What follows belongs to an exercise in optimizing a design on an open flow for small area, a short achievable clock period and few clock cycles per item; a production flow would make more cautious choices. Only simulation tests tie the RTL to the original design; equivalence was not proved.

==> inputs of run a <==
==> flow/design.v <==
package sm3_expnd_pkg;
    typedef logic [32-1:0] sm3_word_t;
endpackage
`timescale 1ns/1ps
module sm3_expnd_ctrl (
    input  logic clk,
    input  logic rst_n,
    input  logic pad_vld_i,
    input  logic pad_lst_i,
    output logic pad_rdy_o,
    output logic sel_exp_o,      
    output logic sel_pad_o,      
    output logic expnd_vld_o,
    output logic expnd_lst_o
);
    logic [6:0] idx_q;       
    logic [3:0] dbt_q;       
    logic       done_q;      
    logic       fin_q;       
    logic       lst_q;       
    logic       lsto_q;
    logic loading;
    logic aligned;
    logic pad_acc;
    logic str_vld;
    assign loading = (idx_q[6:4] == 3'd0);
    assign aligned = loading && (dbt_q == 4'd0);
    assign pad_rdy_o = aligned;
    assign pad_acc   = pad_vld_i && aligned;
    assign str_vld = aligned && !done_q && (idx_q >= 7'(5));
    assign sel_exp_o   = !loading;
    assign sel_pad_o   = aligned;
    assign expnd_vld_o = !loading || fin_q || str_vld;
    assign expnd_lst_o = lsto_q;
    always_ff @(posedge clk or negedge rst_n) begin
        if (!rst_n) begin
            idx_q  <= '0;
            dbt_q  <= '0;
            done_q <= 1'b0;
            fin_q  <= 1'b0;
            lst_q  <= 1'b0;
            lsto_q <= 1'b0;
        end else begin
            fin_q  <= 1'b0;
            lsto_q <= 1'b0;
            if (!loading) begin
                if (idx_q == 7'(67)) begin
                    idx_q  <= '0;
                    fin_q  <= 1'b1;
                    lsto_q <= lst_q;
                end else begin
                    idx_q <= idx_q + 7'd1;
                end
            end else if (pad_acc) begin
                idx_q  <= idx_q + 7'd1;
                done_q <= 1'b0;
                lst_q  <= (lst_q && idx_q != 7'd0) || pad_lst_i;
            end else if (idx_q != 7'd0) begin
                dbt_q  <= dbt_q + 4'd1;
                done_q <= done_q || str_vld;
            end
        end
    end
endmodule
`timescale 1ns/1ps
module sm3_word_window (
    input  logic                     clk,
    input  logic                     sel_exp_i,
    input  logic                     sel_pad_i,
    input  sm3_expnd_pkg::sm3_word_t pad_d_i,
    output sm3_expnd_pkg::sm3_word_t wj_o,
    output sm3_expnd_pkg::sm3_word_t wjj_o
);
    localparam int NEWEST = 16 - 1;
    sm3_expnd_pkg::sm3_word_t win_q [16];
    sm3_expnd_pkg::sm3_word_t mix_word;
    sm3_expnd_pkg::sm3_word_t exp_word;
    sm3_expnd_pkg::sm3_word_t push_word;
    function automatic sm3_expnd_pkg::sm3_word_t rotl(input sm3_expnd_pkg::sm3_word_t x, input int unsigned n);
        rotl = (x << n) | (x >> (32 - n));
    endfunction
    function automatic sm3_expnd_pkg::sm3_word_t p1(input sm3_expnd_pkg::sm3_word_t x);
        p1 = x ^ rotl(x, 15) ^ rotl(x, 23);
    endfunction
    assign mix_word = win_q[0] ^ win_q[7] ^ rotl(win_q[13], 15);
    assign exp_word = p1(mix_word) ^ rotl(win_q[3], 7) ^ win_q[10];
    assign push_word = sel_exp_i ? exp_word : (sel_pad_i ? pad_d_i : win_q[0]);
    always_ff @(posedge clk) begin
        for (int i = 0; i < NEWEST; i++) begin
            win_q[i] <= win_q[i + 1];
        end
        win_q[NEWEST] <= push_word;
    end
    assign wj_o  = win_q[NEWEST - 4];
    assign wjj_o = win_q[NEWEST - 4] ^ win_q[NEWEST];   
endmodule
`timescale 1ns/1ps
module sm3_expnd_top (
    input  logic      clk,
    input  logic      rst_n,
    input  sm3_expnd_pkg::sm3_word_t pad_d_i,
    input  logic      pad_vld_i,
    input  logic      pad_lst_i,
    output logic      pad_rdy_o,
    output sm3_expnd_pkg::sm3_word_t wj_o,
    output sm3_expnd_pkg::sm3_word_t wjj_o,
    output logic      expnd_vld_o,
    output logic      expnd_lst_o
);
    logic sel_exp;
    logic sel_pad;
    sm3_expnd_ctrl u_ctrl (
        .clk         (clk),
        .rst_n       (rst_n),
        .pad_vld_i   (pad_vld_i),
        .pad_lst_i   (pad_lst_i),
        .pad_rdy_o   (pad_rdy_o),
        .sel_exp_o   (sel_exp),
        .sel_pad_o   (sel_pad),
        .expnd_vld_o (expnd_vld_o),
        .expnd_lst_o (expnd_lst_o)
    );
    sm3_word_window u_window (
        .clk       (clk),
        .sel_exp_i (sel_exp),
        .sel_pad_i (sel_pad),
        .pad_d_i   (pad_d_i),
        .wj_o      (wj_o),
        .wjj_o     (wjj_o)
    );
endmodule
==> flow/run.sh <==
#!/bin/bash
# synth_recipe.tcl (not shown) runs the flow's synth.tcl, then flattens the netlist and writes it again
# the make line also repeats each setting of config.mk as NAME=value (left out here)
make -C /OpenROAD-flow-scripts/flow DESIGN_CONFIG=/design/flow/config.mk WORK_HOME=/design/flow/orfs CLKGATE_MAP_FILE= SYNTH_SCRIPT=/design/flow/synth_recipe.tcl finish
==> flow/config.mk <==
export PLATFORM = sky130hd
export DESIGN_NAME = sm3_expnd_top
export DESIGN_NICKNAME = sm3_expnd_top
export VERILOG_FILES = /design/flow/design.v
export SDC_FILE = /design/flow/constraint.sdc
export NUM_CORES = 4
export LEC_CHECK = 0
export CAP_MARGIN = 20
export CORE_MARGIN = 2
export CORE_UTILIZATION = 40
export SLEW_MARGIN = 20
==> flow/constraint.sdc <==
create_clock -name core_clock -period 3.5 [get_ports {clk}]
set_input_delay 0.7000 -clock core_clock [delete_from_list [all_inputs] [get_ports {clk}]]
set_output_delay 0.7000 -clock core_clock [all_outputs]
set_load 0.01 [all_outputs]
==> inputs of run b, as changes to run a <==
==> flow/design.v, changed modules only <==
module sm3_expnd_ctrl (
    input  logic clk,
    input  logic rst_n,
    input  logic pad_vld_i,
    input  logic pad_lst_i,
    output logic pad_rdy_o,
    output logic sel_exp_o,      
    output logic sel_wexp_o,     
    output logic sel_pad_o,      
    output logic expnd_vld_o,
    output logic expnd_lst_o
);
    logic [6:0] idx_q;       
    logic [3:0] dbt_q;       
    logic       done_q;      
    logic       lst_q;       
    logic       tlst_q;      
    logic       lsto_q;
    logic       rdy_q;       
    logic       exp_q;       
    logic       wexp_q;      
    logic       vld_q;
    logic       selp_q;      
    logic [3:0] tail_q;      
    logic       f_end_q;     
    logic       f_w15_q;     
    logic       f_idx0_q;    
    logic       f_ge4_q;     
    logic       f_ge5_q;     
    logic       f_dbt15_q;   
    logic       pad_acc;
    logic       inc;         
    logic       wrap;        
    logic       turn;        
    logic       rdy_d;
    logic       exp_d;
    logic       vld_d;
    logic [3:0] tail_d;
    assign pad_acc = pad_vld_i && rdy_q;
    assign inc     = exp_q || pad_acc;
    assign wrap    = exp_q && f_end_q;
    assign turn    = !exp_q && !pad_acc && !f_idx0_q;
    assign tail_d  = {tail_q[2:0], wrap};
    always_comb begin
        if (exp_q) begin
            exp_d = !f_end_q;
            rdy_d = f_end_q;
            vld_d = 1'b1;                        
        end else if (rdy_q) begin
            exp_d = pad_vld_i && f_w15_q;
            rdy_d = pad_vld_i ? !f_w15_q : f_idx0_q;
            vld_d = pad_vld_i && f_ge4_q;
        end else begin
            exp_d = 1'b0;
            rdy_d = f_idx0_q || f_dbt15_q;       
            vld_d = f_dbt15_q && f_ge5_q && !done_q;
        end
    end
    always_ff @(posedge clk or negedge rst_n) begin
        if (!rst_n) begin
            idx_q     <= '0;
            dbt_q     <= '0;
            done_q    <= 1'b0;
            lst_q     <= 1'b0;
            tlst_q    <= 1'b0;
            lsto_q    <= 1'b0;
            rdy_q     <= 1'b0;    
            selp_q    <= 1'b0;
            exp_q     <= 1'b0;
            wexp_q    <= 1'b0;
            vld_q     <= 1'b0;
            tail_q    <= '0;
            f_end_q   <= 1'b0;
            f_w15_q   <= 1'b0;
            f_idx0_q  <= 1'b1;
            f_ge4_q   <= 1'b0;
            f_ge5_q   <= 1'b0;
            f_dbt15_q <= 1'b0;
        end else begin
            rdy_q  <= rdy_d;
            selp_q <= rdy_d || exp_d;
            exp_q  <= exp_d;
            wexp_q <= exp_d || (tail_d[2:0] != 3'd0);
            vld_q  <= vld_d || (tail_d[3:1] != 3'd0);
            tail_q <= tail_d;
            lsto_q <= tail_q[2] && tlst_q;
            if (wrap) begin
                tlst_q <= lst_q;
            end
            if (inc) begin
                idx_q     <= wrap ? 7'd0 : idx_q + 7'd1;
                f_end_q   <= (idx_q == 7'(64 - 1));
                f_w15_q   <= (idx_q == 7'd14);
                f_idx0_q  <= wrap;
                f_ge4_q   <= !wrap && (idx_q >= 7'd3);
                f_ge5_q   <= !wrap && (idx_q >= 7'(5 - 1));
            end
            if (turn) begin
                dbt_q     <= dbt_q + 4'd1;
                f_dbt15_q <= (dbt_q == 4'd14);
            end
            if (pad_acc) begin
                done_q <= 1'b0;
                lst_q  <= (lst_q && !f_idx0_q) || pad_lst_i;
            end else if (turn) begin
                done_q <= done_q || vld_q;
            end
        end
    end
    assign pad_rdy_o   = rdy_q;
    assign sel_exp_o   = exp_q;
    assign sel_wexp_o  = wexp_q;
    assign sel_pad_o   = selp_q;
    assign expnd_vld_o = vld_q;
    assign expnd_lst_o = lsto_q;
endmodule
module sm3_word_window (
    input  logic                     clk,
    input  logic                     sel_exp_i,
    input  logic                     sel_wexp_i,
    input  logic                     sel_pad_i,
    input  sm3_expnd_pkg::sm3_word_t pad_d_i,
    output sm3_expnd_pkg::sm3_word_t wj_o,
    output sm3_expnd_pkg::sm3_word_t wjj_o
);
    localparam int NEWEST = 16 - 1;
    sm3_expnd_pkg::sm3_word_t win_q [16];
    sm3_expnd_pkg::sm3_word_t wjj_q;
    sm3_expnd_pkg::sm3_word_t mix_word;
    sm3_expnd_pkg::sm3_word_t exp_word;
    sm3_expnd_pkg::sm3_word_t in_word;
    function automatic sm3_expnd_pkg::sm3_word_t rotl(input sm3_expnd_pkg::sm3_word_t x, input int unsigned n);
        rotl = (x << n) | (x >> (32 - n));
    endfunction
    function automatic sm3_expnd_pkg::sm3_word_t p1(input sm3_expnd_pkg::sm3_word_t x);
        p1 = x ^ rotl(x, 15) ^ rotl(x, 23);
    endfunction
    assign mix_word = win_q[0] ^ win_q[7] ^ rotl(win_q[13], 15);
    assign exp_word = p1(mix_word) ^ rotl(win_q[3], 7) ^ win_q[10];
    assign in_word = sel_pad_i ? pad_d_i : win_q[0];
    always_ff @(posedge clk) begin
        for (int i = 0; i < NEWEST; i++) begin
            win_q[i] <= win_q[i + 1];
        end
        win_q[NEWEST] <= sel_exp_i ? exp_word : in_word;
        wjj_q         <= sel_wexp_i ? (win_q[NEWEST - 3] ^ exp_word)
                                    : (win_q[NEWEST - 3] ^ in_word);
    end
    assign wj_o  = win_q[NEWEST - 4];
    assign wjj_o = wjj_q;   
endmodule
module sm3_expnd_top (
    input  logic      clk,
    input  logic      rst_n,
    input  sm3_expnd_pkg::sm3_word_t pad_d_i,
    input  logic      pad_vld_i,
    input  logic      pad_lst_i,
    output logic      pad_rdy_o,
    output sm3_expnd_pkg::sm3_word_t wj_o,
    output sm3_expnd_pkg::sm3_word_t wjj_o,
    output logic      expnd_vld_o,
    output logic      expnd_lst_o
);
    logic sel_exp;
    logic sel_wexp;
    logic sel_pad;
    sm3_expnd_ctrl u_ctrl (
        .clk         (clk),
        .rst_n       (rst_n),
        .pad_vld_i   (pad_vld_i),
        .pad_lst_i   (pad_lst_i),
        .pad_rdy_o   (pad_rdy_o),
        .sel_exp_o   (sel_exp),
        .sel_wexp_o  (sel_wexp),
        .sel_pad_o   (sel_pad),
        .expnd_vld_o (expnd_vld_o),
        .expnd_lst_o (expnd_lst_o)
    );
    sm3_word_window u_window (
        .clk       (clk),
        .sel_exp_i (sel_exp),
        .sel_wexp_i(sel_wexp),
        .sel_pad_i (sel_pad),
        .pad_d_i   (pad_d_i),
        .wj_o      (wj_o),
        .wjj_o     (wjj_o)
    );
endmodule
==> flow/flow/run.sh (new file) <==
#!/bin/bash
# The standard layout, with every port buffered by a buf_2 instead of the
# buffer buffer_ports picks by itself.
set -euo pipefail
export BUFFER_PORTS_ARGS="-buffer_cell sky130_fd_sc_hd__buf_2"
bash standard.sh finish > standard.log 2>&1
==> flow/standard.sh (new file) <==
#!/bin/bash
# synth_recipe.tcl (not shown) runs the flow's synth.tcl, then flattens the netlist and writes it again
# the make line also repeats each setting of config.mk as NAME=value (left out here)
make -C /OpenROAD-flow-scripts/flow DESIGN_CONFIG=/design/flow/config.mk WORK_HOME=/design/flow/orfs CLKGATE_MAP_FILE= SYNTH_SCRIPT=/design/flow/synth_recipe.tcl "${@:-finish}"
- CORE_UTILIZATION: 40 -> 70
- CTS_CLUSTER_DIAMETER: unset -> 80
- CTS_CLUSTER_SIZE: unset -> 30
- SETUP_SLACK_MARGIN: unset -> 1.7
removed: flow/run.sh
==> results.sh <==
export IMPL_synth_async_reset_ratio_pct=2.846
export IMPL_hold_path_class="reg2reg"
export IMPL_synthAdderAreaFrac_pct=0.4510
export IMPL_pre_cts_slack_ps=731.3
export IMPL_gr_usage_met2_pct=19.67
export IMPL_path_cells="inv_1 > ha_1 > or3_1 > a21oi_1 > nor3b_1 > or3_1 > clkdlybuf4s50_1"
export IMPL_finalNonFillerCells=1518
export IMPL_status="timing/DRC/antenna clean"
(the above is from run a)
==> results.sh <==
export IMPL_synthAdderAreaFrac_pct=0.4100
export IMPL_gr_usage_met2_pct=33.30
export IMPL_path_cells="buf_2"
export IMPL_status="timing/DRC/antenna clean"
export IMPL_synth_async_reset_ratio_pct=5.061
export IMPL_hold_path_class="in2async"
(the above is from run b)
Testbench counts of run a, summed over its fixed seeds: cycles 6,536, items 6,144.
Testbench counts of run b, summed over its fixed seeds: cycles 6,272, items 6,144.

[static timing again, ports no longer ideal]
In the flow no input, the clock included, has a driving cell. The finished layouts below were timed again as built, in two steps. Step 1 (the two cells are an assumption about what drives the block):
set clk [get_ports {clk}]
set_driving_cell -lib_cell sky130_fd_sc_hd__clkbuf_16 $clk
set_driving_cell -lib_cell sky130_fd_sc_hd__buf_2 [delete_from_list [all_inputs] $clk]
Step 2 adds t to the input delays and takes it off the output delays; t is the mean of the earliest and latest rising clock arrival at the registers after step 1. Input paths then give back, and output paths get back, about the clock's delay inside the block. Slacks: no drivers / after step 1 / after step 2; pairs: no drivers / after step 1.
run | t, ns | setup WS [ns] | hold slack, ns | worst setup path after step 2 | clock arrival spread, ns
run a | 0.586 | 0.204 / 0.152 / 0.738 | 0.308 / 0.308 / 0.308 | register to output | 0.023 / 0.022
run b | 0.581 | 1.715 / 1.668 / 1.574 | 0.145 / 0.119 / 0.292 | input to register | 0.034 / 0.035
After both steps every run listed still meets setup and hold. The setup slack of run b, which loses most, moves by -0.047 ns with the drivers and by -0.141 ns with both steps.
